Context: an optimization exercise on an open-source flow, tuned for small area, a short achievable clock period and few clock cycles. The choices shown serve that exercise and are no tape-out recipe. Only simulation tests tie the RTL to the original design; equivalence was not proved. Power figures rest on the tool's default switching activity, not on a simulated workload.

**design/flow/config.mk**
```make
export PLATFORM = sky130hd
export DESIGN_NAME = ap_top
export DESIGN_NICKNAME = ap_top
export VERILOG_FILES = /design/flow/design.v
export SDC_FILE = /design/flow/constraint.sdc
export NUM_CORES = 4
export LEC_CHECK = 0
export ABC_AREA = 1
export CAP_MARGIN = 20
export CORE_MARGIN = 2
export CORE_UTILIZATION = 40
export SETUP_SLACK_MARGIN = 2.5
export SLEW_MARGIN = 20
```
**design/flow/run.sh**
```bash
#!/bin/bash
# synth_recipe.tcl (not shown) runs the flow's synth.tcl, then flattens the netlist and writes it again
# the make line also repeats each setting of config.mk as NAME=value (left out here)
make -C /OpenROAD-flow-scripts/flow DESIGN_CONFIG=/design/flow/config.mk WORK_HOME=/design/flow/orfs CLKGATE_MAP_FILE= SYNTH_SCRIPT=/design/flow/synth_recipe.tcl finish
```
**design/flow/constraint.sdc**
```tcl
create_clock -name core_clock -period 5.0 [get_ports {clock}]
set_input_delay 1.0000 -clock core_clock [delete_from_list [all_inputs] [get_ports {clock}]]
set_output_delay 1.0000 -clock core_clock [all_outputs]
set_load 0.01 [all_outputs]
```
**design/flow/design.v**
```verilog
package ap_cam_pkg;
  typedef enum logic [1:0] {
    COL_A = 2'd0,
    COL_B = 2'd1,
    COL_C = 2'd2
  } column_e;
  typedef struct packed {
    logic                     write;
    column_e                  col;
    logic [4-1:0]  row;
    logic [8-1:0] data;
  } host_req_t;
  typedef struct packed {
    logic                     en;
    logic [4-1:0]  row;
    logic [8-1:0] data;
  } host_wr_t;
  typedef struct packed {
    logic [9-1:0] key;
    logic [9-1:0] mask;
  } search_t;
  typedef struct packed {
    logic                    en;
    logic [9-1:0] data;
    logic [9-1:0] mask;
  } par_wr_t;
endpackage
package ap_op_pkg;
  typedef enum logic [2:0] {
    OP_OR  = 3'd0,
    OP_XOR = 3'd1,
    OP_AND = 3'd2,
    OP_NOT = 3'd3,
    OP_ADD = 3'd4
  } op_e;
  typedef struct packed {
    logic       key_a;
    logic       key_b;
    logic       val_c;
    logic [1:0] unused;
  } pass_logic_t;
  typedef struct packed {
    logic key_a;
    logic key_b;
    logic key_carry;
    logic val_sum;
    logic val_carry;
  } pass_arith_t;
  typedef union packed {
    pass_logic_t lgc;
    pass_arith_t arith;
  } pass_entry_u;
endpackage
`timescale 1ns/1ps
module ap_top
(
  input  logic                     clock,
  input  logic                     rst,
  input  logic                     req_write,
  input  logic [1:0]               req_col,
  input  logic [4-1:0]  req_row,
  input  logic [8-1:0] req_data,
  input  logic                     req_valid,
  output logic                     req_ready,
  output logic [9-1:0]  rsp_data,
  output logic                     rsp_valid,
  input  logic [2:0]               op,
  input  logic                     op_valid,
  output logic                     op_ready,
  output logic                     op_done
);
  localparam int ROWS = 16;
  localparam int W    = 8;
  localparam int CW   = 9;
  logic [W-1:0]  mem_a [ROWS];
  logic [W-1:0]  mem_b [ROWS];
  logic [CW-1:0] mem_c [ROWS];
  logic [ROWS-1:0] lazy;           
  logic [3:0] tt_q;
  logic       add_q;
  logic in_op;
  logic idle;
  logic                    pend;
  logic                    pend_held;
  logic [4-1:0] pend_row;
  logic [CW-1:0]           hold_q;
  logic [CW-1:0]           pend_val;
  logic [CW-1:0] rsp_q;
  logic accept, wr, rd, wr_a, wr_b, wr_c, op_acc, mat_now, defer, fwd;
  logic [ROWS-1:0] rsel;
  logic [W-1:0]  a_r;
  logic [W-1:0]  b_r;
  logic [CW-1:0] c_r;
  logic          lz_r;
  logic          use_alu;
  logic [CW-1:0] alu;
  logic [CW-1:0] other;
  logic [CW-1:0] rsp_d;
  logic [CW-1:0] wd;
  logic [3:0]    tt_d;
  assign req_ready = idle;
  assign op_ready  = idle && !req_valid;
  assign op_done   = in_op;
  assign rsp_data  = rsp_q;
  assign accept = req_valid && idle && !rst;
  assign wr     = accept && req_write;
  assign rd     = accept && !req_write;
  assign wr_a   = wr && (req_col == 2'd0);
  assign wr_b   = wr && (req_col == 2'd1);
  assign wr_c   = wr && (req_col == 2'd2);
  assign op_acc = op_valid && idle && !req_valid && !rst;
  assign defer    = pend && wr_c;
  assign mat_now  = pend && !wr_c;
  assign pend_val = pend_held ? hold_q : rsp_q;
  assign rsel = ROWS'(1) << req_row;
  always_comb begin
    a_r  = '0;
    b_r  = '0;
    c_r  = '0;
    lz_r = 1'b0;
    for (int r = 0; r < ROWS; r++) begin
      a_r  = a_r  | ({W{rsel[r]}}  & mem_a[r]);
      b_r  = b_r  | ({W{rsel[r]}}  & mem_b[r]);
      c_r  = c_r  | ({CW{rsel[r]}} & mem_c[r]);
      lz_r = lz_r | (rsel[r] & lazy[r]);
    end
  end
  logic [W-1:0] g0, p0, g1, p1, g2, p2, g3;
  logic [W:0]   cy;
  always_comb begin
    g0 = a_r & b_r;
    p0 = a_r ^ b_r;
    for (int i = 0; i < W; i++) begin
      g1[i] = (i >= 1) ? (g0[i] | (p0[i] & g0[i-1])) : g0[i];
      p1[i] = (i >= 1) ? (p0[i] & p0[i-1]) : p0[i];
    end
    for (int i = 0; i < W; i++) begin
      g2[i] = (i >= 2) ? (g1[i] | (p1[i] & g1[i-2])) : g1[i];
      p2[i] = (i >= 2) ? (p1[i] & p1[i-2]) : p1[i];
    end
    for (int i = 0; i < W; i++) begin
      g3[i] = (i >= 4) ? (g2[i] | (p2[i] & g2[i-4])) : g2[i];
    end
    cy = {g3, 1'b0};
    for (int i = 0; i < W; i++) begin
      alu[i] = tt_q[{a_r[i], b_r[i]}] ^ (add_q & cy[i]);
    end
    alu[W] = add_q & cy[W];
  end
  always_comb begin
    case (op)
      3'd0:    tt_d = 4'b1110;
      3'd1:    tt_d = 4'b0110;
      3'd2:    tt_d = 4'b1000;
      3'd3:    tt_d = 4'b0011;
      3'd4:    tt_d = 4'b0110;
      default: tt_d = 4'b0000;
    endcase
  end
  assign fwd     = pend && (pend_row == req_row);
  assign use_alu = lz_r && (req_write || req_col[1]);
  always_comb begin
    if (!req_write && (req_col == 2'd0))      other = CW'(a_r);
    else if (!req_write && (req_col == 2'd1)) other = CW'(b_r);
    else if (fwd)                             other = pend_val;
    else                                      other = c_r;
  end
  assign rsp_d = use_alu ? alu : other;
  always_ff @(posedge clock) begin
    if (rst) begin
      in_op     <= 1'b0;
      idle      <= 1'b1;
      rsp_valid <= 1'b0;
    end else begin
      in_op     <= op_acc;
      idle      <= !op_acc;
      rsp_valid <= rd;
    end
  end
  always_ff @(posedge clock) begin
    if (op_acc) begin
      tt_q  <= tt_d;
      add_q <= (op == 3'd4);
    end
  end
  always_ff @(posedge clock) begin
    if ((wr_a || wr_b) && lz_r) begin
      pend     <= 1'b1;
      pend_row <= req_row;
    end else if (!(defer && (req_row != pend_row))) begin
      pend     <= 1'b0;
    end
    pend_held <= defer;
    hold_q    <= pend_val;
    rsp_q     <= rsp_d;
  end
  assign wd = wr_c ? CW'(req_data) : pend_val;
  for (genvar r = 0; r < ROWS; r++) begin : g_row
    always_ff @(posedge clock) begin
      if (wr_a && rsel[r]) mem_a[r] <= req_data;
      if (wr_b && rsel[r]) mem_b[r] <= req_data;
      if ((wr_c && rsel[r]) || (mat_now && (pend_row == r))) mem_c[r] <= wd;
    end
    always_ff @(posedge clock) begin
      if (op_acc) begin
        lazy[r] <= 1'b1;
      end else if (wr && rsel[r] && (req_col != 2'd3)) begin
        lazy[r] <= 1'b0;
      end
    end
  end
endmodule
```
==> impl_metrics.csv, run 1 <==
group,metric,value,unit
status,status,"timing/DRC/antenna clean",
sta,max_slew_margin,0.233,
die,die_w,220,um
power,switching_share,0.242,
setup_path,critPathRequiredTime,5.48,ns
power,p_int,0.00669,W
place,postPlaceCellArea,20400,um^2
power,p_per_area,368,nW/um^2
drt,via_per_inst,5.56,
setup_path,arrival,3.39,ns
sta,setup_viol,0,
hold_path,min_path_type,"flip-flop to flip-flop",
setup_path,reg2reg_depth,10,
power,switching_power,0.00214,W
synth,ys_warn_count,4,
setup_path,r2r_slack,2.71,ns
sta,slew_violations,0,
setup_path,criticalPathCategory,"input pin to flip-flop",
flow_run,maxCapViolations,0,
clocking,cts_buffers,47,
synth,async_flop_share,0,
global_routing,antenna_found_initial,1,
clocking,clock_path_buffers,3,
place,io_buffers,34,
synth,synthCells,1661,
synth,syn-num-nets,1686,
finish,syn2layout_area_growth,28.2,%
global_routing,grt_pass1_vias,13332,
clocking,htreeDepth,2,
sta,rsz0062_at_grt,"yes",
hold_path,min_to,"hold_q[4]",
synth,yosysSeqAreaShare,0.698,
synth,synth-edff-count,409,
clocking,cts_tree,"yes",
sta,timing.fmax,0.344,GHz
finish,fillerInstances,3904,
die,pin_count,35,
clocking,cts_hold_buf,0,
drt,wire_per_inst,24.6,um
finish,diodes,0,
synth,synth-main-ff-cell,"edfxtp_1",
synth,syn_area,18700,um^2
power,worst_ir_drop_vdd,0.248,mV
setup_path,cpPeakStageDelay,0.44,ns
synth,avgSynthCellArea,11.3,um^2
global_routing,grt_overflow_total,0,
drt,drt_wl_total,61800,um
finish,drive_gt1_frac,0.223,
power,combPwrFrac,0.109,
drt,drt-initial-drc-count,1775,
setup_path,critPathMaxFanout,8,
die,core,46400,um^2
sta,post-route-period-util,0.582,
sta,hold_viol,0,
hold_path,min-delay-start,"hold_q[4]",
sta,setup_tns,0,ns
setup_path,cp_cell_sequence,"buf_12 -> buf_12 -> nand4_1 -> clkinvlp_4 -> buf_6 -> buf_8 -> nand2_1 -> o21ai_0 -> a221oi_1 -> nand4_1 -> o21ai_0 -> o21ai_0 -> nand2_1 -> nand2_1",
drt,dr.pass1.iters,5,
place,post-dp-hpwl,38200,um
finish,nets,1896,
power,p_leak,9.07,nW
setup_path,cp_slowest_cell,"a221oi_1",
clocking,clk_pin_slew,0.06,ns
power,clkPwrFrac,0.409,
place,routabilityCongestion,0.935,
setup_path,end_kind,"flip-flop",
setup_path,r2r-start,"idle",
synth,synth_cell_types,42,
setup_path,r2r-end,"mem_c[5][5]",
global_routing,grt_pass1_wl,88800,um
die,num_rows,79,
clocking,insertion_delay,0.59,ns
die,fp.dieH,220,um
global_routing,grt_max_degree,36,
hold_path,hold_depth,2,
global_routing,grt_use_total,0.255,
drt,route.detailed.drc,0,
drt,ant_nets,0,
clocking,cts-root-buf,"clkbuf_16",
synth,synth-seq-cells,448,
power,sequentialPowerShare,0.482,
sta,finClkSkew,0.0229,ns
sta,finalCriticalPeriod,2.91,ns
sta,tightest_slew,1.14,ns
drt,vias,13989,
die,start_util,0.404,
clocking,numClockSinks,448,
die,die_area,48600,um^2
setup_path,start_kind,"input pin",
finish,finish.instance_area,24000,um^2
[sequential cells by signal, indices dropped and copies added (netlist names)]
| register | count |
|---|---|
| lazy | 16 |
| idle | 1 |
| mem_c | 144 |
| mem_b | 128 |
| pend_row | 4 |
| in_op | 1 |
| mem_a | 128 |
| rsp_valid | 1 |
| hold_q | 9 |
| tt_q | 4 |
| rsp_q | 9 |
| pend_held | 1 |
| pend | 1 |
| add_q | 1 |
[through the flow]
stage	util	power [W]	worst slack, ns	hold slack, ns	std cells
2_1_floorplan	-	0.00476	2.00	0.422	1661
3_3_place_gp	0.440	0.00511	0.700	0.440	2314
3_5_place_dp	0.440	0.00511	0.656	0.437	2314
4_1_cts	0.510	0.00879	2.26	0.451	2499
5_1_grt	0.518	0.00907	1.99	0.473	2515
6_report	0.518	0.00883	2.09	0.448	2515
[metal layers]
| metal | routed length [um] | GRT usage | vias to the layer above |
|---|---|---|---|
| li1 | - | - | 6279 |
| met1 | 24800 | 0.349 | 6816 |
| met2 | 28000 | 0.392 | 750 |
| met3 | 6680 | 0.0643 | 142 |
| met4 | 2300 | 0.0951 | 2 |
| met5 | 4 | 0 | - |
[worst max-delay path: cells and delay by family]
| kind | cells | cell delay [ns] |
|---|---|---|
| buffers and inverters | 5 | 0.89 |
| AOI/OAI and AO/OA | 4 | 0.86 |
| and+or+nand+nor | 5 | 0.62 |
[cells in the mapped netlist, types with 2 or more instances]
master / number / area [um^2]
nand2_1: 474 / 1780
edfxtp_1: 409 / 12300
nor2_1: 155 / 582
nand4_1: 113 / 707
inv_1: 109 / 409
o21ai_0: 73 / 365
nand3_1: 44 / 220
buf_2: 43 / 215
dfxtp_1: 39 / 781
a21oi_1: 35 / 175
o22ai_1: 19 / 119
inv_2: 16 / 60.1
a221oi_1: 12 / 105
clkbuf_1: 12 / 45.0
a22o_1: 11 / 96.3
a22oi_1: 10 / 75.1
nand3_2: 9 / 90.1
nor2_2: 9 / 56.3
buf_4: 6 / 45.0
a211oi_1: 5 / 37.5
nor3_1: 5 / 25.0
o211ai_1: 5 / 37.5
or2_2: 5 / 31.3
xnor2_1: 5 / 43.8
a31oi_1: 4 / 25.0
buf_6: 4 / 45.0
clkinv_1: 3 / 11.3
ha_1: 3 / 37.5
nor2_4: 3 / 33.8
nor4_1: 3 / 18.8
o2111a_1: 3 / 33.8
o21ai_1: 3 / 15.0
and3_1: 2 / 12.5
xor2_1: 2 / 17.5
[power by group through the flow]
stage	registers [W]	clock network, W	logic [W]
after floorplan	0.00434	0	0.000419
after detailed placement	0.00434	0	0.000775
final	0.00426	0.00362	0.000958
after global placement	0.00434	0	0.000767
after CTS	0.00426	0.00364	0.000890
after global routing	0.00426	0.00378	0.00102
[worst max-delay path by stage]
stage,start,end,depth (start not counted)
3_3_place_gp,req_row[0],rsp_q[7],19
3_5_place_dp,req_row[0],rsp_q[8],17
5_1_grt,req_row[3],rsp_q[7],20
6_report,req_row[3],rsp_q[7],14
2_1_floorplan,req_row[0],rsp_q[7],20
4_1_cts,req_row[2],rsp_q[7],20
[timing repair]
action                                  CTS  global route
cloned                                   10             0
gates resized for setup                 174            54
endpoints found under the setup margin  446           181
setup buffers                            89            16
pin swaps                                50            41
[area by class of cell]
class / instances / area, um^2 / area share
clock buffer: 58 / 1250 / 0.0520
timing repair inverter: 1 / 6.26 / 0.000261
sequential: 448 / 13100 / 0.544
timing repair buffer: 224 / 2370 / 0.0989
tap: 607 / 759 / 0.0316
multi-input combinational: 1021 / 5650 / 0.235
inverter: 128 / 571 / 0.0238
clock inverter: 28 / 334 / 0.0139
[cells by family (layout without fill, tap and decap cells)]
logic type | Yosys count | after routing | share of synthesized area
fa+ha+maj | 3 | 3 | 0.00200
simple gates | 827 | 829 | 0.194
xor+xnor | 7 | 7 | 0.00327
compound gates | 182 | 182 | 0.0589
buf+inv | 194 | 439 | 0.0446
flops | 448 | 448 | 0.698
[placed cells by master (no fill, tap or decap), drive strengths merged, types with 10 or more instances in the layout]
cell type / instances
clkinv: 20
clkdlybuf4s50: 18
o21ai: 76
nand2: 474
a21oi: 35
dfxtp: 39
edfxtp: 409
a221oi: 12
nor2: 170
clkbuf: 58
a22o: 11
inv: 125
o22ai: 19
nand4: 114
nand3: 54
buf: 192
a22oi: 10
Testbench counts, summed over its fixed seeds: cycles 2,696.
==> run 2: changes to the inputs <==
--- a/design/flow/config.mk
+++ b/design/flow/config.mk
@@ -5,7 +5,6 @@
 export SDC_FILE = /design/flow/constraint.sdc
 export NUM_CORES = 4
 export LEC_CHECK = 0
-export ABC_AREA = 1
 export CAP_MARGIN = 20
 export CORE_MARGIN = 2
 export CORE_UTILIZATION = 40
==> run 2 against run 1 <==
Effect of this change: synthesized cell count decreased by 28%; register-to-register slack got worse by 0.39 ns; critical endpoint is now rsp_q[6]; total power decreased by 2.7%; critical path type unchanged; die area decreased by 3.4%; fmax decreased by 6.7%; clock skew decreased by 0.0018 ns; design area increased by 0.45%.
==> impl_metrics.csv, run 2 <==
group,metric,value,unit
power,power,0.00860,W
finish,layout_common_cells,"edfxtp_1 (409), buf_4 (107), a22oi_1 (78)",
finish,drive_gt1_frac,0.328,
finish,finish.instance_area,24100,um^2
setup_path,start_kind,"input pin",
setup_path,criticalPathCategory,"input pin to flip-flop",
drt,drt-initial-drc-count,1644,
finish,top_register,"mem_c",
sta,tightest_slew,1.02,ns
synth,yosys.area.top_type,"edfxtp_1",
finish,diodes,0,
synth,async_flop_share,0,
clocking,cts_tree,"yes",
clocking,cts-root-buf,"clkbuf_16",
setup_path,arrival,3.63,ns
clocking,cts_hold_buf,0,
place,postPlaceCellArea,19900,um^2
sta,max_slew_margin,0.319,
drt,vias,12542,
power,p_leak,8.05,nW
finish,final_common_cell,"edfxtp_1",
place,post-dp-hpwl,36300,um
synth,synth_top_area_frac,0.679,
synth,synth-edff-count,409,
status,status,"timing/DRC/antenna clean",
drt,drt_wl_total,60900,um
clocking,htreeDepth,2,
sta,slew_violations,0,
hold_path,min_path_type,"flip-flop to flip-flop",
die,die_w,217,um
place,routabilityCongestion,0.894,
sta,post-route-period-util,0.624,
global_routing,antenna_found_initial,0,
die,fp.dieH,217,um
drt,ant_nets,0,
synth,yosysMostFrequentCell,"edfxtp_1",
die,pin_count,35,
place,io_buffers,34,
die,start_util,0.407,
die,num_rows,77,
global_routing,grt_pass1_wl,85100,um
finish,syn2layout_area_growth,33.3,%
synth,synthCells,1198,
sta,setup_tns,0,ns
setup_path,critPathMaxFanout,6,
synth,yosysSeqAreaShare,0.722,
clocking,numClockSinks,448,
synth,synthTopCellsByArea,"edfxtp_1 (68%), dfxtp_1 (4.3%), a22oi_1 (3.5%), mux2i_1 (2.0%), nor2_1 (1.9%)",
drt,dr.pass1.iters,6,
sta,finalCriticalPeriod,3.12,ns
finish,nets,1427,
synth,synth-main-ff-cell,"edfxtp_1",
sta,timing.fmax,0.321,GHz
sta,setup_viol,0,
clocking,cts_buffers,46,
power,worst_ir_drop_vdd,0.234,mV
synth,syn_area,18100,um^2
global_routing,grt_max_degree,34,
synth,synth-seq-cells,448,
clocking,insertion_delay,0.59,ns
flow_run,maxCapViolations,0,
finish,fillerInstances,3445,
power,p_per_area,357,nW/um^2
global_routing,grt_overflow_total,0,
drt,wire_per_inst,30.0,um
drt,via_per_inst,6.18,
sta,hold_viol,0,
synth,ys_warn_count,4,
finish,reg.largest.list,"mem_c: 144 flops, mem_a: 128 flops, mem_b: 128 flops",
synth,avgSynthCellArea,15.1,um^2
setup_path,end_kind,"flip-flop",
clocking,clk_pin_slew,0.06,ns
global_routing,grt_use_total,0.253,
synth,syn-num-nets,1223,
sta,finClkSkew,0.0211,ns
global_routing,grt_pass1_vias,11936,
synth,synth_cell_types,80,
die,core,44400,um^2
finish,fin_util,0.543,
sta,rsz0062_at_grt,"yes",
setup_path,critPathRequiredTime,5.51,ns
clocking,clock_path_buffers,3,
finish,largest_reg_flops,144,
synth,synth_common_cells,"edfxtp_1 (409), nor2_1 (90), a22oi_1 (85)",
drt,route.detailed.drc,0,
die,die_area,46900,um^2
[run 2: cell type report]
cell class | instances | area, um^2 | area share
clock buffers | 65 | 1300 | 0.0538
well taps | 592 | 741 | 0.0307
flip-flops and latches | 448 | 13100 | 0.542
inverters | 20 | 78.8 | 0.00327
repair buffers | 235 | 2910 | 0.121
clock inverters | 19 | 169 | 0.00701
multi-input cells | 651 | 5850 | 0.243
[run 2: kinds of logic after synthesis]
| logic type | share of synthesized area |
|---|---|
| XOR/XNOR | 0.00387 |
| buffers and inverters | 0.0266 |
| flip-flops | 0.722 |
| multiplexers | 0.0367 |
| AO/OA/AOI/OAI | 0.120 |
| AND/OR/NAND/NOR | 0.0873 |
| adder cells (fa/ha/maj) | 0.00263 |
[run 2: repair_timing]
action,CTS,global route
pin swaps,75,47
gates cloned,11,5
endpoints found under the setup margin,553,172
endpoints found under the hold margin,0,0
resized for setup,164,74
setup buffers,100,30
[run 2: critical path: stages]
cell,delay [ns]
buf_16,0.12
buf_12,0.13
buf_16,0.13
clkinvlp_4,0.20
a31oi_2,0.27
o221ai_2,0.16
nor4b_4,0.29
buf_4,0.20
o22ai_4,0.09
o211ai_2,0.26
a221oi_4,0.13
or4_1,0.53
nand3_1,0.08
[run 2: path summary, 6_finish.rpt]
check | start | endpoint | slack (ns) | depth (start not counted)
worst max-delay path | req_row[3] | rsp_q[6] | 1.88 | 13
worst min-delay path | lazy[15] | lazy[15] | 0.47 | 2
worst max register to register | mem_b[3][1] | rsp_q[6] | 2.32 | 10
worst min register to register | lazy[15] | lazy[15] | 0.47 | 2
[run 2: per-stage QoR]
step	setup slack (ns)	instances	hold slack (ns)
detailed placement	0.599	1800	0.454
global route	1.82	2030	0.469
floorplan	1.55	1198	0.440
CTS	1.95	1995	0.463
finish	1.88	2030	0.470
global placement	0.615	1800	0.448
[run 2: report_power, final]
group          switching, W  leakage, nW  internal [W]
logic              0.000575         3.33      0.000403
registers         0.0000308         4.01       0.00422
clock network       0.00141        0.708       0.00196
[run 2: metal layers]
metal,GRT usage,share of wire
met1,0.342,0.38
met2,0.411,0.48
met3,0.0467,0.099
met4,0.0932,0.041
met5,0,0
==> run 3: changes to the inputs <==
--- a/design/flow/design.v
+++ b/design/flow/design.v
@@ -129,7 +129,7 @@
   logic [W:0]   cy;
   always_comb begin
     g0 = a_r & b_r;
-    p0 = a_r ^ b_r;
+    p0 = a_r | b_r;
     for (int i = 0; i < W; i++) begin
       g1[i] = (i >= 1) ? (g0[i] | (p0[i] & g0[i-1])) : g0[i];
       p1[i] = (i >= 1) ? (p0[i] & p0[i-1]) : p0[i];
--- a/design/flow/config.mk
+++ b/design/flow/config.mk
@@ -5,6 +5,7 @@
 export SDC_FILE = /design/flow/constraint.sdc
 export NUM_CORES = 4
 export LEC_CHECK = 0
+export ABC_AREA = 1
 export CAP_MARGIN = 20
 export CORE_MARGIN = 2
 export CORE_UTILIZATION = 40
==> run 3 against run 2 <==
Effect of this change: still clean; critical path depth is 1 higher; clock power about the same; sequential share of layout area decreased by 0.15 points; synthesized area rose by 3.7%; highest routed layer unchanged.
==> impl_metrics.csv, run 3 <==
group,metric,value,unit
synth,synthSimpleGateAreaFrac,0.200,
drt,route.detailed.drc,0,
sta,post-route-period-util,0.522,
synth,yosys.area_share.xor_xnor,0.00327,
clocking,clk_pin_slew,0.06,ns
drt,drt_wl_total,59800,um
finish,final_common_cell,"nand2_1",
sta,slew_violations,0,
clocking,numClockSinks,448,
synth,synth-seq-cells,448,
global_routing,grt_pass1_wl,87800,um
power,worst_ir_drop_vdd,0.277,mV
die,pin_count,35,
power,power,0.00860,W
setup_path,arrival,3.07,ns
synth,yosys.area_share.adder,0,
sta,finClkSkew,0.0170,ns
drt,dr.pass1.iters,5,
synth,synth_common_cells,"nand2_1 (457), edfxtp_1 (409), nor2_1 (145)",
sta,hold_viol,0,
die,fp.dieH,220,um
finish,top_register,"mem_c",
drt,vias,13953,
synth,synth_top_area_frac,0.655,
setup_path,criticalPathCategory,"input pin to flip-flop",
finish,nets,1858,
die,die_w,220,um
status,status,"timing/DRC/antenna clean",
synth,ys_warn_count,4,
power,p_leak,8.99,nW
synth,synth_top_family_by_area,"simple AND/OR/NAND/NOR gates",
hold_path,min_path_type,"flip-flop to flip-flop",
synth,yosys.area.top_type,"edfxtp_1",
setup_path,r2r-start,"pend_row[1]",
global_routing,grt_use_total,0.247,
synth,syn-num-nets,1668,
synth,synthTopCellsByArea,"edfxtp_1 (66%), nand2_1 (9.2%), nand4_1 (4.8%), dfxtp_1 (4.2%), nor2_1 (2.9%)",
drt,ant_nets,0,
place,post-dp-hpwl,36300,um
place,routabilityCongestion,0.893,
synth,synth_cell_types,37,
clocking,cts_tree,"yes",
setup_path,critPathRequiredTime,5.46,ns
die,num_rows,79,
drt,via_per_inst,5.64,
synth,synth_compound_gate_area_share,0.0526,
synth,yosysMostFrequentCell,"nand2_1",
place,postPlaceCellArea,20200,um^2
global_routing,antenna_found_initial,0,
place,io_buffers,34,
sta,setup_viol,0,
sta,setup_tns,0,ns
finish,layout.cells.non_filler,2476,
synth,syn_area,18700,um^2
clocking,htreeDepth,2,
clocking,cts_buffers,47,
finish,reg.largest.list,"mem_c: 144 flops, mem_a: 128 flops, mem_b: 128 flops",
global_routing,grt_overflow_total,0,
place,dp_cells,2265,
setup_path,start_kind,"input pin",
finish,drive_gt1_frac,0.242,
finish,diodes,0,
sta,rsz0062_at_grt,"yes",
synth,synthCells,1646,
sta,timing.hold.ws,0.459,ns
sta,tightest_slew,1.04,ns
synth,async_flop_share,0,
setup_path,critPathLaunch,"req_row[0]",
clocking,clock_path_buffers,3,
die,start_util,0.404,
synth,synth-main-ff-cell,"edfxtp_1",
flow_run,maxCapViolations,0,
synth,synth-edff-count,409,
power,p_per_area,356,nW/um^2
sta,finalCriticalPeriod,2.61,ns
global_routing,grt_max_degree,54,
finish,layout_common_cells,"nand2_1 (420), edfxtp_1 (409), nand4_1 (144)",
synth,yosysSeqAreaShare,0.697,
setup_path,end_kind,"flip-flop",
sta,max_slew_margin,0.307,
synth,avgSynthCellArea,11.4,um^2
drt,wire_per_inst,24.1,um
global_routing,grt_pass1_vias,13339,
clocking,insertion_delay,0.58,ns
hold_path,min-delay-start,"lazy[0]",
sta,timing.fmax,0.383,GHz
finish,syn2layout_area_growth,29.0,%
die,core,46400,um^2
synth,synthMuxAreaShare,0,
die,die_area,48600,um^2
clocking,cts-root-buf,"clkbuf_16",
finish,finish.instance_area,24200,um^2
setup_path,critPathMaxFanout,9,
finish,largest_reg_flops,144,
drt,drt-initial-drc-count,1536,
-- run 3: cell types whose count changed after synthesis, sizes merged, moves of 20 or more --
cell / delta
a221oi: -22
a22o: -20
a22oi: -81
buf: +35
clkbuf: -35
inv: +86
mux2: -23
mux2i: -36
nand2: +399
nand3: +45
nand4: +132
nor2: +74
o21ai: +25
-- run 3: cell families after synthesis --
logic type / count (synthesis)
XOR/XNOR: 7
AO/OA/AOI/OAI: 157
flip-flops: 448
buffers and inverters: 186
AND/OR/NAND/NOR: 848
-- run 3: metal layers --
layer	vias up	routed length, um	global-route usage
li1	6261	-	-
met4	0	2600	0.101
met3	148	4500	0.0373
met5	-	0	0
met1	6882	24900	0.343
met2	662	27800	0.391
-- run 3: critical path, stage by stage --
cell	delay (ns)
buf_8	0.15
nor2_4	0.08
buf_4	0.16
nand3_4	0.10
clkinvlp_4	0.11
buf_4	0.16
buf_4	0.14
a22o_1	0.22
a211oi_2	0.24
nand3_1	0.21
o21ai_0	0.27
nand3_1	0.10
nand2_1	0.07
nand2_1	0.05
-- run 3: timing repair --
item	CTS	global route
buffers inserted	88	31
hold buffers	0	0
pin swaps	73	43
cloned	8	2
setup endpoints to repair	506	284
gates resized for setup	225	73
-- run 3: area by class of cell --
class	instances	area (um^2)
clock buffers	69	1300
fillers	3878	22200
clock inverters	13	136
repair buffers	217	2620
flip-flops and latches	448	13100
inverters	107	488
multi-input cells	1014	5810
well taps	607	759
repair inverters	1	11.3
-- run 3: worst paths after layout --
kind,to,slack (ns),cells past startpoint
worst max register to register,rsp_q[4],2.84,8
worst max-delay path,rsp_q[1],2.39,14
worst min-delay path,lazy[0],0.46,2
worst min register to register,lazy[0],0.46,2
-- run 3: power by group --
group          internal [W]  switching (W)
Combinational      0.000333       0.000653
Sequential          0.00423      0.0000341
Clock               0.00194        0.00141
Total               0.00651        0.00210
-- run 3: stage by stage --
step / utilization / setup WS, ns
floorplan: - / 2.38
global placement: 0.435 / 0.555
detailed placement: 0.435 / 0.549
CTS: 0.509 / 2.48
global route: 0.522 / 2.29
finish: 0.522 / 2.39
Testbench counts of run 3, summed over its fixed seeds: cycles 2,696.
==> run 4: changes to the inputs <==
--- a/design/flow/config.mk
+++ b/design/flow/config.mk
@@ -8,6 +8,6 @@
 export ABC_AREA = 1
 export CAP_MARGIN = 20
 export CORE_MARGIN = 2
-export CORE_UTILIZATION = 40
+export CORE_UTILIZATION = 65
 export SETUP_SLACK_MARGIN = 2.5
 export SLEW_MARGIN = 20
==> run 4 against run 3 <==
Effect of this change: largest cell class unchanged; still clean; die area fell by 38%; synthesized area stayed put; design area down 1.3%; non-clock buffer count unchanged; register-to-register slack barely moved.
==> impl_metrics.csv, run 4 <==
group,metric,value,unit
setup_path,arrival,3.21,ns
synth,synthTopCellsByArea,"edfxtp_1 (66%), nand2_1 (9.2%), nand4_1 (4.8%), dfxtp_1 (4.2%), nor2_1 (2.9%)",
setup_path,r2r_slack,2.85,ns
synth,synth_common_cells,"nand2_1 (457), edfxtp_1 (409), nor2_1 (145)",
setup_path,critPathRequiredTime,5.45,ns
global_routing,grt_pass1_vias,13658,
finish,fin_util,0.836,
finish,top_register,"mem_c",
global_routing,grt_use_total,0.380,
clocking,cts_hold_buf,0,
setup_path,start_kind,"input pin",
die,pin_count,35,
sta,post-route-period-util,0.553,
clocking,insertion_delay,0.58,ns
setup_path,critPathLaunch,"req_row[3]",
synth,async_flop_share,0,
synth,synth_top_area_frac,0.655,
place,io_buffers,34,
power,worst_ir_drop_vdd,0.341,mV
setup_path,r2r-end,"mem_c[12][2]",
sta,timing.fmax,0.362,GHz
sta,tightest_slew,0.916,ns
finish,syn2layout_area_growth,27.4,%
clocking,numClockSinks,448,
synth,syn_area,18700,um^2
sta,rsz0062_at_grt,"yes",
setup_path,criticalPathCategory,"input pin to flip-flop",
synth,yosysSeqAreaShare,0.697,
setup_path,reg2reg_depth,8,
global_routing,grt_overflow_total,0,
die,fp.dieH,174,um
die,num_rows,62,
drt,wire_per_inst,27.4,um
clocking,cts-root-buf,"clkbuf_16",
drt,vias,14980,
power,p_per_area,357,nW/um^2
clocking,cts_buffers,45,
die,die_w,174,um
finish,multi_input_area,5850,um^2
die,core,28500,um^2
finish,finish.instance_area,23900,um^2
synth,synth-main-ff-cell,"edfxtp_1",
synth,ys_warn_count,4,
setup_path,end_kind,"flip-flop",
clocking,htreeDepth,2,
hold_path,min_to,"lazy[4]",
drt,ant_nets,0,
synth,syn-num-nets,1668,
sta,setup_viol,0,
drt,route.detailed.drc,0,
sta,max_slew_margin,0.388,
global_routing,grt_pass1_wl,84000,um
finish,layout_common_cells,"nand2_1 (410), edfxtp_1 (409), nand4_1 (144)",
synth,avgSynthCellArea,11.4,um^2
hold_path,min-delay-start,"lazy[4]",
finish,regArea,13100,um^2
global_routing,grt_max_degree,47,
synth,synth-edff-count,409,
clocking,clk_pin_slew,0.06,ns
sta,setup_tns,0,ns
finish,final_common_cell,"nand2_1",
finish,fillerInstances,1488,
drt,dr.pass1.iters,9,
die,die_area,30200,um^2
setup_path,r2r-start,"idle",
global_routing,antenna_found_initial,3,
finish,largest_reg_flops,144,
finish,drive_gt1_frac,0.243,
hold_path,min_path_type,"flip-flop to flip-flop",
synth,yosys.area.top_type,"edfxtp_1",
hold_path,hold_depth,2,
place,post-dp-hpwl,33700,um
clocking,cts_tree,"yes",
drt,drt_wl_total,61700,um
place,postPlaceCellArea,20000,um^2
sta,finalCriticalPeriod,2.76,ns
sta,finClkSkew,0.0277,ns
status,status,"timing/DRC/antenna clean",
finish,reg.largest.list,"mem_c: 144 flops, mem_a: 128 flops, mem_b: 128 flops",
clocking,clock_path_buffers,3,
sta,hold_viol,0,
flow_run,maxCapViolations,0,
power,p_leak,8.99,nW
place,routabilityCongestion,0.945,
sta,slew_violations,0,
die,start_util,0.657,
drt,via_per_inst,6.65,
synth,synth-seq-cells,448,
synth,synth_cell_types,37,
setup_path,critPathMaxFanout,8,
finish,nets,1856,
drt,drt-initial-drc-count,2662,
synth,yosysMostFrequentCell,"nand2_1",
synth,synthCells,1646,
run 4: cell counts after synthesis:
No cell type changed its count.
run 4: area by class of cell:
| type | count | area share |
|---|---|---|
| antenna | 2 | 0.000210 |
| clock buffer | 60 | 0.0513 |
| clock inverter | 20 | 0.00671 |
| inverter | 107 | 0.0195 |
| multi-input combinational | 1014 | 0.245 |
| sequential | 448 | 0.547 |
| tap | 384 | 0.0201 |
| timing repair buffer | 217 | 0.110 |
| timing repair inverter | 1 | 0.000367 |
run 4: what timing repair did:
| action | 4_1_cts | 5_1_grt |
|---|---|---|
| pin swaps | 42 | 69 |
| endpoints found under the setup margin | 468 | 145 |
| buffers inserted | 56 | 44 |
| resized for setup | 160 | 138 |
| gates cloned | 8 | 6 |
| endpoints found under the hold margin | 0 | 0 |
run 4: metal layers:
metal,part of all wire,wire length [um],up-vias,GRT usage
met1,0.35,21500,7101,0.536
li1,-,-,6254,-
met2,0.45,27500,1318,0.578
met3,0.15,9230,303,0.0838
met4,0.057,3490,4,0.165
met5,0.0010,63,-,0
run 4: cell families after synthesis:
logic type / synth area share
xor+xnor: 0.00327
flops: 0.697
compound gates: 0.0526
simple gates: 0.200
buf+inv: 0.0469
run 4: worst max-delay path by stage:
stage / endpoint / slack [ns] / cells past startpoint
finish: rsp_q[8] / 2.24 / 19
global route: rsp_q[8] / 2.27 / 19
CTS: rsp_q[5] / 2.47 / 17
detailed placement: rsp_q[5] / 0.76 / 19
global placement: rsp_q[5] / 0.81 / 19
floorplan: rsp_q[7] / 2.38 / 19
run 4: per-stage QoR:
stage / setup WS, ns / std cells / total power, W / hold slack (ns)
2_1_floorplan: 2.38 / 1646 / 0.00477 / 0.422
3_3_place_gp: 0.814 / 2057 / 0.00507 / 0.441
3_5_place_dp: 0.756 / 2057 / 0.00508 / 0.439
4_1_cts: 2.47 / 2201 / 0.00832 / 0.456
5_1_grt: 2.27 / 2251 / 0.00870 / 0.501
6_report: 2.24 / 2253 / 0.00853 / 0.462
run 4: critical path, cell delays in order:
cell	delay, ns
buf_16	0.13
buf_12	0.15
nand4_4	0.08
clkinvlp_4	0.13
buf_12	0.16
nand2_1	0.07
nand2_1	0.06
nor2_1	0.27
nand2_1	0.18
nor2_4	0.25
nor2_2	0.09
nand2_2	0.09
nand2_2	0.07
nand2_2	0.10
nand3_4	0.09
nand2_2	0.09
nand3_2	0.07
nand2_2	0.08
nand2_2	0.04
run 4: where the power goes:
part           total (W)  switching, W  internal (W)
registers        0.00426     0.0000328       0.00423
logic            0.00104      0.000676      0.000361
clock network    0.00323       0.00140       0.00182
==> run 5: changes to the inputs <==
--- a/design/flow/design.v
+++ b/design/flow/design.v
@@ -102,7 +102,7 @@
   assign op_ready  = idle && !req_valid;
   assign op_done   = in_op;
   assign rsp_data  = rsp_q;
-  assign accept = req_valid && idle && !rst;
+  assign accept = req_valid && idle;
   assign wr     = accept && req_write;
   assign rd     = accept && !req_write;
   assign wr_a   = wr && (req_col == 2'd0);
@@ -113,16 +113,34 @@
   assign mat_now  = pend && !wr_c;
   assign pend_val = pend_held ? hold_q : rsp_q;
   assign rsel = ROWS'(1) << req_row;
+  logic [3:0]    lo_sel;
+  logic [3:0]    hi_sel;
+  logic [W-1:0]  ga [4];
+  logic [W-1:0]  gb [4];
+  logic [CW-1:0] gc [4];
+  logic [3:0]    gl;
+  assign lo_sel = 4'(1) << req_row[1:0];
+  assign hi_sel = 4'(1) << req_row[3:2];
   always_comb begin
     a_r  = '0;
     b_r  = '0;
     c_r  = '0;
     lz_r = 1'b0;
-    for (int r = 0; r < ROWS; r++) begin
-      a_r  = a_r  | ({W{rsel[r]}}  & mem_a[r]);
-      b_r  = b_r  | ({W{rsel[r]}}  & mem_b[r]);
-      c_r  = c_r  | ({CW{rsel[r]}} & mem_c[r]);
-      lz_r = lz_r | (rsel[r] & lazy[r]);
+    for (int g = 0; g < 4; g++) begin
+      ga[g] = '0;
+      gb[g] = '0;
+      gc[g] = '0;
+      gl[g] = 1'b0;
+      for (int j = 0; j < 4; j++) begin
+        ga[g] = ga[g] | ({W{lo_sel[j]}}  & mem_a[4*g+j]);
+        gb[g] = gb[g] | ({W{lo_sel[j]}}  & mem_b[4*g+j]);
+        gc[g] = gc[g] | ({CW{lo_sel[j]}} & mem_c[4*g+j]);
+        gl[g] = gl[g] | (lo_sel[j] & lazy[4*g+j]);
+      end
+      a_r  = a_r  | ({W{hi_sel[g]}}  & ga[g]);
+      b_r  = b_r  | ({W{hi_sel[g]}}  & gb[g]);
+      c_r  = c_r  | ({CW{hi_sel[g]}} & gc[g]);
+      lz_r = lz_r | (hi_sel[g] & gl[g]);
     end
   end
   logic [W-1:0] g0, p0, g1, p1, g2, p2, g3;
--- a/design/flow/config.mk
+++ b/design/flow/config.mk
@@ -8,6 +8,6 @@
 export ABC_AREA = 1
 export CAP_MARGIN = 20
 export CORE_MARGIN = 2
-export CORE_UTILIZATION = 65
+export CORE_UTILIZATION = 40
 export SETUP_SLACK_MARGIN = 2.5
 export SLEW_MARGIN = 20
==> run 5 against run 4 <==
Effect of this change: still clean on timing, DRC and antenna; via count fell by 13%; routed wire length fell by 11%; flip-flop and latch count did not move; critical path type unchanged; critical endpoint is now rsp_q[7].
==> impl_metrics.csv, run 5 <==
group,metric,value,unit
power,combPwrFrac,0.109,
synth,syn-num-nets,1586,
drt,vias,12994,
synth,avgSynthCellArea,11.7,um^2
finish,nets,1715,
global_routing,antenna_found_initial,0,
place,io_buffers,34,
finish,largest_reg_flops,144,
clocking,clock_path_buffers,3,
finish,top_register,"mem_c",
synth,synth-seq-cells,448,
synth,async_flop_share,0,
setup_path,start_kind,"input pin",
power,p_per_area,369,nW/um^2
sta,post-route-period-util,0.516,
sta,finalCriticalPeriod,2.58,ns
power,switching_power,0.00209,W
setup_path,critPathRequiredTime,5.48,ns
hold_path,hold_depth,2,
power,clkPwrFrac,0.404,
die,fp.dieH,218,um
synth,synth_cell_types,34,
setup_path,end_kind,"flip-flop",
power,sequentialPowerShare,0.488,
sta,max_slew_margin,0.383,
finish,reg.largest.list,"mem_c: 144 flops, mem_a: 128 flops, mem_b: 128 flops",
synth,syn_area,18400,um^2
drt,ant_nets,0,
setup_path,arrival,3.06,ns
setup_path,reg2reg_depth,8,
sta,timing.fmax,0.388,GHz
drt,drt-initial-drc-count,1159,
finish,fin_util,0.520,
hold_path,min_path_type,"flip-flop to flip-flop",
power,worst_ir_drop_vdd,0.235,mV
synth,synth-main-ff-cell,"edfxtp_1",
synth,ys_warn_count,7,
flow_run,maxCapViolations,0,
power,p_int,0.00662,W
clocking,clk_pin_slew,0.06,ns
die,die_w,218,um
sta,slew_violations,0,
finish,regArea,13100,um^2
clocking,cts_tree,"yes",
sta,setup_viol,0,
synth,yosys.area.top_type,"edfxtp_1",
power,switching_share,0.240,
clocking,insertion_delay,0.59,ns
die,num_rows,78,
global_routing,grt_max_degree,44,
drt,wire_per_inst,23.7,um
synth,synthCells,1564,
setup_path,criticalPathCategory,"input pin to flip-flop",
synth,synth_common_cells,"nand2_1 (465), edfxtp_1 (409), nand3_1 (141)",
place,routabilityCongestion,0.848,
die,pin_count,35,
sta,rsz0062_at_grt,"yes",
clocking,cts_hold_buf,0,
finish,drive_gt1_frac,0.240,
finish,final_common_cell,"edfxtp_1",
status,status,"timing/DRC/antenna clean",
finish,multi_input_area,5860,um^2
drt,route.detailed.drc,0,
power,p_leak,8.49,nW
place,post-dp-hpwl,32800,um
global_routing,grt_use_total,0.234,
sta,finClkSkew,0.0199,ns
finish,layout_common_cells,"edfxtp_1 (409), nand2_1 (387), nand3_1 (132)",
die,start_util,0.405,
synth,yosysMostFrequentCell,"nand2_1",
drt,via_per_inst,5.57,
sta,hold_viol,0,
synth,synth-edff-count,409,
clocking,cts-root-buf,"clkbuf_16",
die,die_area,47700,um^2
clocking,htreeDepth,2,
setup_path,critPathMaxFanout,38,
finish,syn2layout_area_growth,28.4,%
drt,dr.pass1.iters,5,
die,core,45400,um^2
global_routing,grt_pass1_wl,81500,um
clocking,cts_buffers,48,
global_routing,grt_pass1_vias,12575,
synth,synth_top_area_frac,0.669,
sta,tightest_slew,0.922,ns
synth,synthTopCellsByArea,"edfxtp_1 (67%), nand2_1 (9.5%), dfxtp_1 (4.3%), nand3_1 (3.8%), a22o_1 (2.9%)",
clocking,numClockSinks,448,
drt,drt_wl_total,55200,um
synth,yosysSeqAreaShare,0.711,
finish,fillerInstances,3796,
global_routing,grt_overflow_total,0,
sta,setup_tns,0,ns
-- run 5: changes by cell type after synthesis, sizes merged, moves of 10 or more --
cell	before	now
nand4	145	23
nor2	164	79
nand3	69	142
o21ai	57	121
inv	106	53
a22o	16	60
buf	67	52
a221oi	12	0
clkbuf	12	24
a41oi	0	10
-- run 5: timing repair --
| action | 4_1_cts | 5_1_grt |
|---|---|---|
| gates resized for setup | 187 | 41 |
| endpoints found under the setup margin | 582 | 225 |
| endpoints found under the hold margin | 0 | 0 |
| buffers inserted | 67 | 7 |
| pin swaps | 76 | 30 |
| cloned | 15 | 0 |
-- run 5: layer usage --
layer  track usage  up-vias  wire (um)
met3        0.0452      104       4020
met4        0.0925        0       1970
met2         0.369      453      25700
met1         0.322     6546      23500
met5             0        -          0
li1              -     5891          -
-- run 5: power groups by stage --
stage               logic [W]  clock network (W)  registers [W]
global placement     0.000746                  0        0.00432
detailed placement   0.000755                  0        0.00433
global route          0.00101            0.00369        0.00425
floorplan            0.000443                  0        0.00432
CTS                  0.000916            0.00356        0.00425
finish               0.000945            0.00352        0.00425
-- run 5: final timing paths --
check	end	startpoint	slack, ns
min	lazy[9]	lazy[9]	0.46
max reg2reg	rsp_q[3]	pend_row[1]	2.88
max	rsp_q[7]	req_row[0]	2.42
min reg2reg	lazy[9]	lazy[9]	0.46
-- run 5: layout make-up --
class / count / area share
diodes: 1 / 0.000106
repair inverters: 1 / 0.000159
flip-flops and latches: 448 / 0.554
inverters: 57 / 0.0102
multi-input cells: 984 / 0.248
well taps: 600 / 0.0318
clock buffers: 64 / 0.0565
clock inverters: 25 / 0.00986
repair buffers: 153 / 0.0893
-- run 5: per-stage QoR --
step,instances,instance area [um^2],power [W],setup WS [ns],hold WS [ns]
after floorplan,1564,19200,0.00476,2.47,0.436
after global placement,2154,20100,0.00507,1.04,0.445
after detailed placement,2154,20100,0.00508,1.08,0.450
after CTS,2325,23400,0.00872,2.46,0.458
after global routing,2332,23600,0.00896,2.32,0.485
final,2333,23600,0.00871,2.42,0.456
-- run 5: kinds of logic after synthesis --
group,share of synthesized area
xor+xnor,0.00334
compound gates,0.0823
mux,0.00490
buf+inv,0.0330
flops,0.711
simple gates,0.165
-- run 5: critical path: stages --
cell and delay (ns):
buf_12 0.10, buf_12 0.10, nor2_4 0.06, buf_4 0.14, buf_12 0.12, bufbuf_16 0.32, a22o_1 0.22, o21ai_0 0.25
nand2_1 0.11, a21oi_2 0.23, a31oi_1 0.14, o21ai_1 0.18, nand2_1 0.07
Testbench counts of run 5, summed over its fixed seeds: cycles 2,696.
==> run 6: changes to the inputs <==
--- a/design/flow/design.v
+++ b/design/flow/design.v
@@ -203,10 +203,12 @@
   end
   always_ff @(posedge clock) begin
     if ((wr_a || wr_b) && lz_r) begin
-      pend     <= 1'b1;
+      pend <= 1'b1;
+    end else if (!(defer && (req_row != pend_row))) begin
+      pend <= 1'b0;
+    end
+    if (!defer) begin
       pend_row <= req_row;
-    end else if (!(defer && (req_row != pend_row))) begin
-      pend     <= 1'b0;
     end
     pend_held <= defer;
     hold_q    <= pend_val;
==> run 6 against run 5 <==
Effect of this change: setup slack got worse by 0.099 ns; sequential share of layout area fell by 0.33 points; non-clock buffer count up 17; combinational power increased by 9%; synthesized cell count up 2.9%; register-to-register slack lost 0.29 ns; largest power group unchanged.
==> impl_metrics.csv, run 6 <==
group,metric,value,unit
clocking,cts-root-buf,"clkbuf_16",
setup_path,critPathMaxFanout,29,
finish,final_common_cell,"nand2_1",
setup_path,r2r_slack,2.59,ns
synth,yosysMostFrequentCell,"nand2_1",
finish,syn2layout_area_growth,28.6,%
drt,via_per_inst,5.62,
setup_path,critPathLaunch,"req_row[0]",
finish,layout_common_cells,"nand2_1 (451), edfxtp_1 (409), nand3_1 (85)",
synth,avgSynthCellArea,11.5,um^2
die,die_area,47900,um^2
global_routing,grt_max_degree,58,
die,core,45500,um^2
synth,yosysSeqAreaShare,0.708,
hold_path,min-delay-start,"lazy[0]",
finish,fin_util,0.522,
clocking,cts_tree,"yes",
synth,synthCells,1609,
place,postPlaceCellArea,20100,um^2
setup_path,cp_cell_sequence,"buf_16 -> inv_8 -> nor2_4 -> buf_12 -> buf_4 -> buf_12 -> bufbuf_16 -> a22o_1 -> o21ai_1 -> nand3_1 -> o22ai_1 -> nor2_1 -> o21ai_1 -> nand2_1",
die,die_w,219,um
place,routabilityCongestion,0.940,
power,clkPwrFrac,0.400,
synth,synth_top_area_frac,0.665,
setup_path,end_kind,"flip-flop",
global_routing,grt_pass1_wl,83400,um
sta,slew_violations,0,
finish,finish.instance_area,23700,um^2
status,status,"timing/DRC/antenna clean",
finish,nets,1781,
power,p_leak,8.63,nW
sta,hold_viol,0,
power,sequentialPowerShare,0.483,
sta,rsz0062_at_grt,"yes",
synth,yosys.area.top_type,"edfxtp_1",
power,switching_power,0.00212,W
finish,diodes,0,
power,p_int,0.00668,W
place,preCtsSetupSlack,0.894,ns
global_routing,grt_pass1_vias,12788,
synth,syn-num-nets,1631,
die,start_util,0.406,
place,post-dp-hpwl,35300,um
clocking,cts_buffers,46,
sta,setup_tns,0,ns
synth,async_flop_share,0,
synth,synth-edff-count,409,
drt,ant_nets,0,
global_routing,grt_overflow_total,0,
power,switching_share,0.241,
clocking,insertion_delay,0.58,ns
die,fp.dieH,219,um
sta,timing.hold.ws,0.462,ns
setup_path,r2r-start,"pend_row[1]",
synth,syn_area,18500,um^2
synth,synthTopCellsByArea,"edfxtp_1 (67%), nand2_1 (10%), dfxtp_1 (4.2%), a22o_1 (3.3%), nor2_1 (2.8%)",
clocking,numClockSinks,448,
sta,timing.fmax,0.373,GHz
setup_path,arrival,3.14,ns
synth,synth-seq-cells,448,
global_routing,antenna_found_initial,1,
sta,finClkSkew,0.0167,ns
synth,synth-main-ff-cell,"edfxtp_1",
setup_path,criticalPathCategory,"input pin to flip-flop",
setup_path,cpPeakStageDelay,0.30,ns
clocking,clk_pin_slew,0.06,ns
clocking,cts_hold_buf,0,
sta,max_slew_margin,0.276,
sta,setup_viol,0,
global_routing,grt_use_total,0.239,
finish,fillerInstances,3828,
drt,wire_per_inst,24.2,um
die,num_rows,78,
setup_path,cp_slowest_cell,"bufbuf_16",
drt,dr.pass1.iters,5,
synth,ys_warn_count,7,
synth,synth_cell_types,36,
finish,largest_reg_flops,144,
finish,reg.largest.list,"mem_c: 144 flops, mem_a: 128 flops, mem_b: 128 flops",
hold_path,min_path_type,"flip-flop to flip-flop",
power,combPwrFrac,0.117,
clocking,htreeDepth,2,
power,worst_ir_drop_vdd,0.234,mV
flow_run,maxCapViolations,0,
synth,synth_common_cells,"nand2_1 (493), edfxtp_1 (409), nor2_1 (139)",
clocking,clock_path_buffers,3,
power,p_per_area,371,nW/um^2
place,io_buffers,34,
sta,tightest_slew,1.08,ns
sta,post-route-period-util,0.536,
setup_path,critPathRequiredTime,5.46,ns
setup_path,start_kind,"input pin",
finish,top_register,"mem_c",
drt,route.detailed.drc,0,
finish,drive_gt1_frac,0.226,
drt,vias,13461,
drt,drt_wl_total,57900,um
die,pin_count,35,
sta,fin_ws,2.32,ns
sta,finalCriticalPeriod,2.68,ns
drt,drt-initial-drc-count,1454,
==> run 6: changes by cell type after synthesis, sizes merged, moves of 5 or more <==
cell	before	now
nand3	142	95
a22o	60	69
clkbuf	24	30
inv	53	48
nor2	79	144
a31oi	2	11
nand2	465	496
buf	52	40
a41oi	10	5
nor3	14	6
mux2	8	0
==> run 6: logic make-up (layout without fill, tap and decap cells) <==
group           after synthesis  after routing  share of synthesized area
flops                       448            448                      0.708
xor+xnor                      6              6                    0.00285
simple gates                770            771                      0.170
compound gates              262            262                     0.0902
buf+inv                     123            308                     0.0296
==> run 6: final timing paths <==
| check | cells past startpoint | to |
|---|---|---|
| setup reg to reg | 8 | rsp_q[3] |
| hold / removal | 2 | lazy[0] |
| setup / recovery | 14 | rsp_q[3] |
| hold reg to reg | 2 | lazy[0] |
==> run 6: routing by layer <==
metal,vias to the layer above,global-route usage,share of wire
li1,6049,-,-
met1,6627,0.340,0.42
met2,665,0.378,0.46
met3,120,0.0297,0.082
met4,0,0.0876,0.036
met5,-,0,0
==> run 6: metrics by stage <==
step	total power (W)	cells
after floorplan	0.00477	1609
after global placement	0.00510	2210
after detailed placement	0.00511	2210
after CTS	0.00874	2360
after global routing	0.00905	2395
final	0.00879	2395
==> run 6: cell type report <==
| class | count | area, um^2 | area share |
|---|---|---|---|
| Clock buffer | 59 | 1260 | 0.0532 |
| Clock inverter | 25 | 268 | 0.0113 |
| Inverter | 53 | 246 | 0.0104 |
| Multi-Input combinational cell | 1039 | 5930 | 0.250 |
| Sequential cell | 448 | 13100 | 0.550 |
| Tap cell | 600 | 751 | 0.0316 |
| Timing Repair Buffer | 170 | 2210 | 0.0931 |
| Timing Repair inverter | 1 | 8.76 | 0.000369 |
==> run 6: timing repair <==
item	CTS	global route
resized for setup	127	102
pin swaps	39	40
buffers inserted	56	31
setup endpoints to repair	520	206
gates cloned	10	4
==> run 6: power by group through the flow <==
stage | combinational, W | sequential, W | clock, W
after floorplan | 0.000445 | 0.00433 | 0
after global placement | 0.000772 | 0.00433 | 0
after detailed placement | 0.000783 | 0.00433 | 0
after CTS | 0.000934 | 0.00425 | 0.00356
after global routing | 0.00110 | 0.00425 | 0.00370
final | 0.00103 | 0.00425 | 0.00352
==> run 6: critical path, delay by kind of cell <==
kind	cells	cell delay [ns]
buf+inv	6	0.91
compound gates	4	0.82
simple gates	4	0.38
Testbench counts of run 6, summed over its fixed seeds: cycles 2,696.
==> run 7: changes to the inputs <==
--- a/design/flow/config.mk
+++ b/design/flow/config.mk
@@ -9,5 +9,5 @@
 export CAP_MARGIN = 20
 export CORE_MARGIN = 2
 export CORE_UTILIZATION = 40
-export SETUP_SLACK_MARGIN = 2.5
+export SETUP_SLACK_MARGIN = 2.3
 export SLEW_MARGIN = 20
==> run 7 against run 6 <==
Effect of this change: still clean on timing, DRC and antenna; critical path depth shrank 1; clock-buffer cell count grew 3; synthesized area is the same; die area is the same; setup slack lost 0.0035 ns; synthesized cell count is the same; via count shrank 1.1%; final cell count shrank 1.0%; critical endpoint is now rsp_q[0]; highest routed layer unchanged.
==> impl_metrics.csv, run 7 <==
group,metric,value,unit
setup_path,criticalPathCategory,"input pin to flip-flop",
clocking,numClockSinks,448,
place,post-dp-hpwl,34200,um
synth,synth-edff-count,409,
finish,nets,1757,
power,worst_ir_drop_vdd,0.280,mV
synth,yosys.area.top_type,"edfxtp_1",
flow_run,maxCapViolations,0,
drt,via_per_inst,5.61,
setup_path,r2r_slack,2.79,ns
die,die_w,219,um
setup_path,arrival,3.14,ns
synth,yosysMostFrequentCell,"nand2_1",
sta,setup_viol,0,
finish,final_common_cell,"nand2_1",
synth,ys_warn_count,7,
sta,finalCriticalPeriod,2.68,ns
die,num_rows,78,
drt,dr.pass1.iters,7,
synth,syn-num-nets,1631,
power,clkPwrFrac,0.398,
setup_path,end_kind,"flip-flop",
finish,largest_reg_flops,144,
finish,top_register,"mem_c",
setup_path,critPathMaxFanout,22,
synth,yosysSeqAreaShare,0.708,
global_routing,antenna_found_initial,0,
global_routing,grt_overflow_total,0,
power,combPwrFrac,0.105,
synth,synth-main-ff-cell,"edfxtp_1",
finish,drive_gt1_frac,0.164,
setup_path,start_kind,"input pin",
clocking,clock_path_buffers,3,
sta,finClkSkew,0.0276,ns
finish,syn2layout_area_growth,22.4,%
drt,drt_wl_total,56900,um
synth,synth_top_area_frac,0.665,
place,routabilityCongestion,0.934,
clocking,cts_hold_buf,0,
setup_path,cpPeakStageDelay,0.28,ns
setup_path,critPathMostFrequentCell,"o21ai_1",
clocking,cts_tree,"yes",
clocking,cts-root-buf,"clkbuf_16",
drt,wire_per_inst,24.0,um
drt,route.detailed.drc,0,
global_routing,grt_pass1_wl,79700,um
power,p_leak,8.21,nW
sta,tightest_slew,0.952,ns
finish,layout_common_cells,"nand2_1 (479), edfxtp_1 (409), nor2_1 (98)",
sta,rsz0062_at_grt,"yes",
finish,reg.largest.list,"mem_c: 144 flops, mem_a: 128 flops, mem_b: 128 flops",
clocking,cts_buffers,47,
synth,syn_area,18500,um^2
clocking,htreeDepth,2,
die,die_area,47900,um^2
status,status,"timing/DRC/antenna clean",
synth,synthCells,1609,
power,switching_share,0.246,
die,pin_count,35,
synth,synthTopCellsByArea,"edfxtp_1 (67%), nand2_1 (10%), dfxtp_1 (4.2%), a22o_1 (3.3%), nor2_1 (2.8%)",
hold_path,min_path_type,"flip-flop to flip-flop",
sta,hold_viol,0,
die,core,45500,um^2
power,p_int,0.00644,W
synth,avgSynthCellArea,11.5,um^2
clocking,insertion_delay,0.60,ns
sta,timing.fmax,0.373,GHz
synth,synth-seq-cells,448,
die,start_util,0.406,
sta,max_slew_margin,0.363,
sta,setup_tns,0,ns
drt,ant_nets,0,
place,io_buffers,34,
die,fp.dieH,219,um
global_routing,grt_max_degree,51,
clocking,clk_pin_slew,0.06,ns
drt,drt-initial-drc-count,1541,
power,sequentialPowerShare,0.497,
setup_path,cp_slowest_cell,"nand3_1",
power,switching_power,0.00211,W
sta,post-route-period-util,0.537,
setup_path,critPathRequiredTime,5.46,ns
finish,diodes,0,
power,p_per_area,378,nW/um^2
drt,vias,13308,
sta,slew_violations,0,
synth,synth_cell_types,36,
global_routing,grt_use_total,0.226,
synth,async_flop_share,0,
finish,fin_util,0.497,
setup_path,cp_cell_sequence,"buf_16 -> inv_16 -> nor2_4 -> buf_12 -> buf_12 -> clkbuf_16 -> a22o_1 -> o21ai_1 -> nand3_1 -> o21ai_2 -> o21ai_1 -> o21ai_1 -> o21ai_1",
global_routing,grt_pass1_vias,12350,
synth,synth_common_cells,"nand2_1 (493), edfxtp_1 (409), nor2_1 (139)",
run 7: cell counts after synthesis:
Identical to the previous run, type by type.
run 7: final timing paths:
check,startpoint,end,cells past startpoint
worst max-delay path,req_row[0],rsp_q[0],13
worst min register to register,hold_q[0],hold_q[0],2
worst min-delay path,hold_q[0],hold_q[0],2
worst max register to register,pend_row[0],rsp_q[8],7
run 7: layer usage:
layer  global-route usage  vias up  wire (um)
met5                    0        -          0
met4               0.0718        0       1810
met3               0.0388      107       4820
met2                0.359      679      26300
met1                0.317     6529      24100
li1                     -     5993          -
run 7: critical path: cells and delay by family:
kind	cells	cell delay [ns]
and+or+nand+nor	2	0.36
buffers and inverters	5	0.73
AOI/OAI and AO/OA	6	1.02
run 7: cell families (layout without fill, tap and decap cells):
family	Yosys count	in the layout	share of synthesized area
and+or+nand+nor	770	772	0.170
DFF	448	448	0.708
AOI/OAI and AO/OA	262	262	0.0902
buffers and inverters	123	283	0.0296
xor gates and xnor gates	6	6	0.00285
run 7: timing repair:
| action | CTS | global route |
|---|---|---|
| buffers inserted | 12 | 30 |
| endpoints found under the setup margin | 428 | 259 |
| cloned | 3 | 11 |
| hold endpoints to repair | 0 | 0 |
| pin swaps | 5 | 25 |
| resized for setup | 67 | 78 |
run 7: power by group through the flow:
stage | Combinational [W] | Clock (W) | Sequential [W]
floorplan | 0.000407 | 0 | 0.00433
global placement | 0.000760 | 0 | 0.00433
detailed placement | 0.000766 | 0 | 0.00433
CTS | 0.000805 | 0.00343 | 0.00425
global route | 0.000961 | 0.00358 | 0.00425
finish | 0.000895 | 0.00340 | 0.00425
run 7: cell type report:
type                            instances  area, um^2
Clock buffer                           62        1260
Clock inverter                         23         213
Fill cell                            4023       22900
Inverter                               53         246
Multi-Input combinational cell       1040        5370
Sequential cell                       448       13100
Tap cell                              600         751
Timing Repair Buffer                  143        1670
Timing Repair inverter                  2        17.5
run 7: stage by stage:
stage / hold WS, ns / total power [W] / instance area (um^2) / setup WS (ns) / std cells
5_1_grt: 0.477 / 0.00879 / 22600 / 2.21 / 2371
4_1_cts: 0.460 / 0.00848 / 21700 / 2.24 / 2330
3_5_place_dp: 0.450 / 0.00510 / 19800 / 0.851 / 2230
6_report: 0.455 / 0.00855 / 22600 / 2.32 / 2371
2_1_floorplan: 0.422 / 0.00473 / 18600 / 2.18 / 1609
3_3_place_gp: 0.439 / 0.00509 / 19800 / 0.830 / 2230
==> run 8: changes to the inputs <==
--- a/design/flow/config.mk
+++ b/design/flow/config.mk
@@ -9,5 +9,5 @@
 export CAP_MARGIN = 20
 export CORE_MARGIN = 2
 export CORE_UTILIZATION = 40
-export SETUP_SLACK_MARGIN = 2.3
+export SETUP_SLACK_MARGIN = 2.0
 export SLEW_MARGIN = 20
==> run 8 against run 7 <==
Effect of this change: still clean on timing, DRC and antenna; clock skew is 0.0073 ns higher; sequential share of layout area increased by 2.4 points; total power down 3.6%; worst hold slack improved by 0.0011 ns; die area did not move; flip-flop and latch count unchanged.
==> impl_metrics.csv, run 8 <==
group,metric,value,unit
synth,synthTopCellsByArea,"edfxtp_1 (67%), nand2_1 (10%), dfxtp_1 (4.2%), a22o_1 (3.3%), nor2_1 (2.8%)",
synth,avgSynthCellArea,11.5,um^2
synth,ys_warn_count,7,
synth,yosys.area_share.adder,0,
finish,reg.largest.list,"mem_c: 144 flops, mem_a: 128 flops, mem_b: 128 flops",
setup_path,arrival,3.19,ns
global_routing,grt_max_degree,59,
flow_run,maxCapViolations,0,
synth,yosys.area_share.xor_xnor,0.00285,
setup_path,critPathMaxFanout,16,
finish,drive_gt1_frac,0.122,
synth,synth_top_family_by_area,"simple AND/OR/NAND/NOR gates",
setup_path,start_kind,"input pin",
clocking,insertion_delay,0.57,ns
place,postPlaceCellArea,20000,um^2
synth,yosys.area.top_type,"edfxtp_1",
setup_path,r2r-start,"pend_row[1]",
clocking,clk_pin_slew,0.06,ns
clocking,cts_buffers,45,
finish,syn2layout_area_growth,17.5,%
synth,synth_top_area_frac,0.665,
synth,syn_area,18500,um^2
finish,fillerInstances,4162,
hold_path,min_to,"lazy[11]",
place,routabilityCongestion,0.915,
sta,finalCriticalPeriod,2.93,ns
finish,diodes,0,
status,status,"timing/DRC/antenna clean",
global_routing,use_met1,0.304,
finish,largest_reg_flops,144,
global_routing,use_met3,0.0355,
sta,hold_viol,0,
synth,synth_compound_gate_area_share,0.0902,
die,die_w,219,um
synth,async_flop_share,0,
synth,synth-edff-count,409,
finish,multi_input_area,4920,um^2
drt,drt-initial-drc-count,1208,
finish,top_register,"mem_c",
clocking,clock_path_buffers,3,
finish,nets,1755,
clocking,numClockSinks,448,
drt,drt_wl_total,53600,um
setup_path,critPathRequiredTime,5.27,ns
sta,finClkSkew,0.0349,ns
drt,route.detailed.drc,0,
synth,synth-seq-cells,448,
synth,synth_common_cells,"nand2_1 (493), edfxtp_1 (409), nor2_1 (139)",
power,p_leak,8.00,nW
finish,final_common_cell,"nand2_1",
sta,setup_viol,0,
finish,layout_common_cells,"nand2_1 (491), edfxtp_1 (409), nor2_1 (123)",
synth,yosysSeqAreaShare,0.708,
finish,finish.instance_area,21700,um^2
setup_path,end_kind,"flip-flop",
sta,timing.fmax,0.342,GHz
global_routing,grt_busiest_layer,"met2",
drt,via_per_inst,5.48,
die,core,45500,um^2
synth,synth-main-ff-cell,"edfxtp_1",
die,pin_count,35,
place,io_buffers,34,
sta,tightest_slew,1.00,ns
synth,synthCells,1609,
setup_path,reg2reg_depth,9,
die,die_area,47900,um^2
drt,ant_nets,0,
global_routing,globalRouteMet2Util,0.362,
hold_path,min-delay-start,"lazy[11]",
global_routing,grt_pass1_vias,12389,
hold_path,min_path_type,"flip-flop to flip-flop",
synth,synthSimpleGateAreaFrac,0.170,
global_routing,grt_use_total,0.221,
synth,yosysMostFrequentCell,"nand2_1",
drt,dr.pass1.iters,6,
clocking,cts_tree,"yes",
sta,rsz0062_at_grt,"yes",
setup_path,critPathLaunch,"req_write",
place,post-dp-hpwl,34400,um
die,num_rows,78,
power,worst_ir_drop_vdd,0.221,mV
synth,syn-num-nets,1631,
finish,regArea,13100,um^2
synth,synthMuxAreaShare,0,
clocking,cts-root-buf,"clkbuf_16",
global_routing,grt_overflow_total,0,
sta,max_slew_margin,0.332,
global_routing,antenna_found_initial,1,
setup_path,r2r_slack,2.68,ns
die,fp.dieH,219,um
global_routing,grt_pass1_wl,78500,um
drt,vias,12971,
sta,post-route-period-util,0.585,
power,p_per_area,380,nW/um^2
hold_path,hold_depth,2,
drt,wire_per_inst,22.6,um
sta,setup_tns,0,ns
setup_path,criticalPathCategory,"input pin to flip-flop",
power,power,0.00824,W
setup_path,r2r-end,"rsp_q[0]",
clocking,htreeDepth,2,
die,start_util,0.406,
sta,timing.hold.ws,0.456,ns
synth,synth_cell_types,36,
sta,slew_violations,0,
run 8: worst max-delay path by stage:
stage          cells after the start  slack [ns]      endpoint
6_report                           6        2.07  mem_a[10][7]
2_1_floorplan                      6        2.09   mem_c[0][0]
3_3_place_gp                      10        1.10      rsp_q[1]
3_5_place_dp                      10        1.12      rsp_q[1]
4_1_cts                           10        2.02      rsp_q[1]
5_1_grt                           18        1.96      rsp_q[6]
run 8: worst max-delay path, stage by stage:
cell and delay [ns]:
clkdlybuf4s50_1 0.66, inv_1 0.10, nor3_1 0.29, nand2_1 0.49
nor2_1 0.39, buf_4 0.24
run 8: what timing repair did:
action,in CTS,in global routing
gates resized for setup,10,42
hold buffers,0,0
pin swaps,1,2
setup buffers,0,11
gates cloned,1,5
setup endpoints to repair,38,152
hold endpoints to repair,0,0
run 8: final cells by class:
class	instances	share of cell area
clock buffer	66	0.0580
tap	600	0.0346
timing repair buffer	145	0.0624
multi-input combinational	1039	0.227
clock inverter	16	0.00513
timing repair inverter	1	0.000346
sequential	448	0.602
inverter	53	0.0103
run 8: routing by layer:
layer | wire (um) | part of all wire
met1 | 22900 | 0.43
met2 | 25400 | 0.47
met3 | 3850 | 0.072
met4 | 1400 | 0.026
met5 | 0 | 0
run 8: metrics by stage:
step / std cells / setup WS (ns) / utilization
after floorplan: 1609 / 2.09 / -
after global placement: 2269 / 1.10 / 0.439
after detailed placement: 2269 / 1.12 / 0.439
after CTS: 2352 / 2.02 / 0.469
after global routing: 2368 / 1.96 / 0.477
final: 2368 / 2.07 / 0.477
run 8: logic make-up after synthesis:
| kind of cell | Yosys count |
|---|---|
| xor+xnor | 6 |
| compound gates | 262 |
| flops | 448 |
| buf+inv | 123 |
| simple gates | 770 |
run 8: where the power goes:
group          total, W  switching (W)  leakage (nW)  internal, W
clock           0.00318        0.00139         0.662      0.00180
sequential      0.00425      0.0000398          4.02      0.00421
combinational  0.000799       0.000546          3.32     0.000253
total           0.00824        0.00197          8.00      0.00626

## re-timing with driven ports
The results above use ideal ports. As a check the final layouts listed here were re-extracted and re-timed, cells and wires unchanged. Step 1 sets driving cells, clkbuf_16 on the clock port and buf_2 on the other inputs (assumed; they add their load-dependent delay and slew). Step 2 times the ports against the registers' clock, not the clock port: input delays grow and output delays shrink by t, the midpoint of the rising clock arrivals with the driver on. a / b / c = no drivers / after step 1 / after step 2; a / b = the first two.
run | shift t [ns] | setup slack, ns | cell pins on the clock port's net
run 1 | 0.635 | 2.089 / 2.097 / 1.462 | 1
run 2 | 0.631 | 1.880 / 1.772 / 1.141 | 1
run 3 | 0.625 | 2.390 / 2.329 / 1.704 | 1
run 4 | 0.619 | 2.236 / 2.230 / 1.611 | 1
run 5 | 0.635 | 2.420 / 2.402 / 1.767 | 1
run 6 | 0.628 | 2.321 / 2.238 / 1.610 | 1
run 7 | 0.642 | 2.317 / 2.262 / 1.620 | 1
run 8 | 0.615 | 2.074 / 2.099 / 1.493 | 1
After both steps every run listed still meets setup and hold. The setup slack of run 2, which loses most, moves by -0.108 ns with the drivers and by -0.739 ns with both steps.
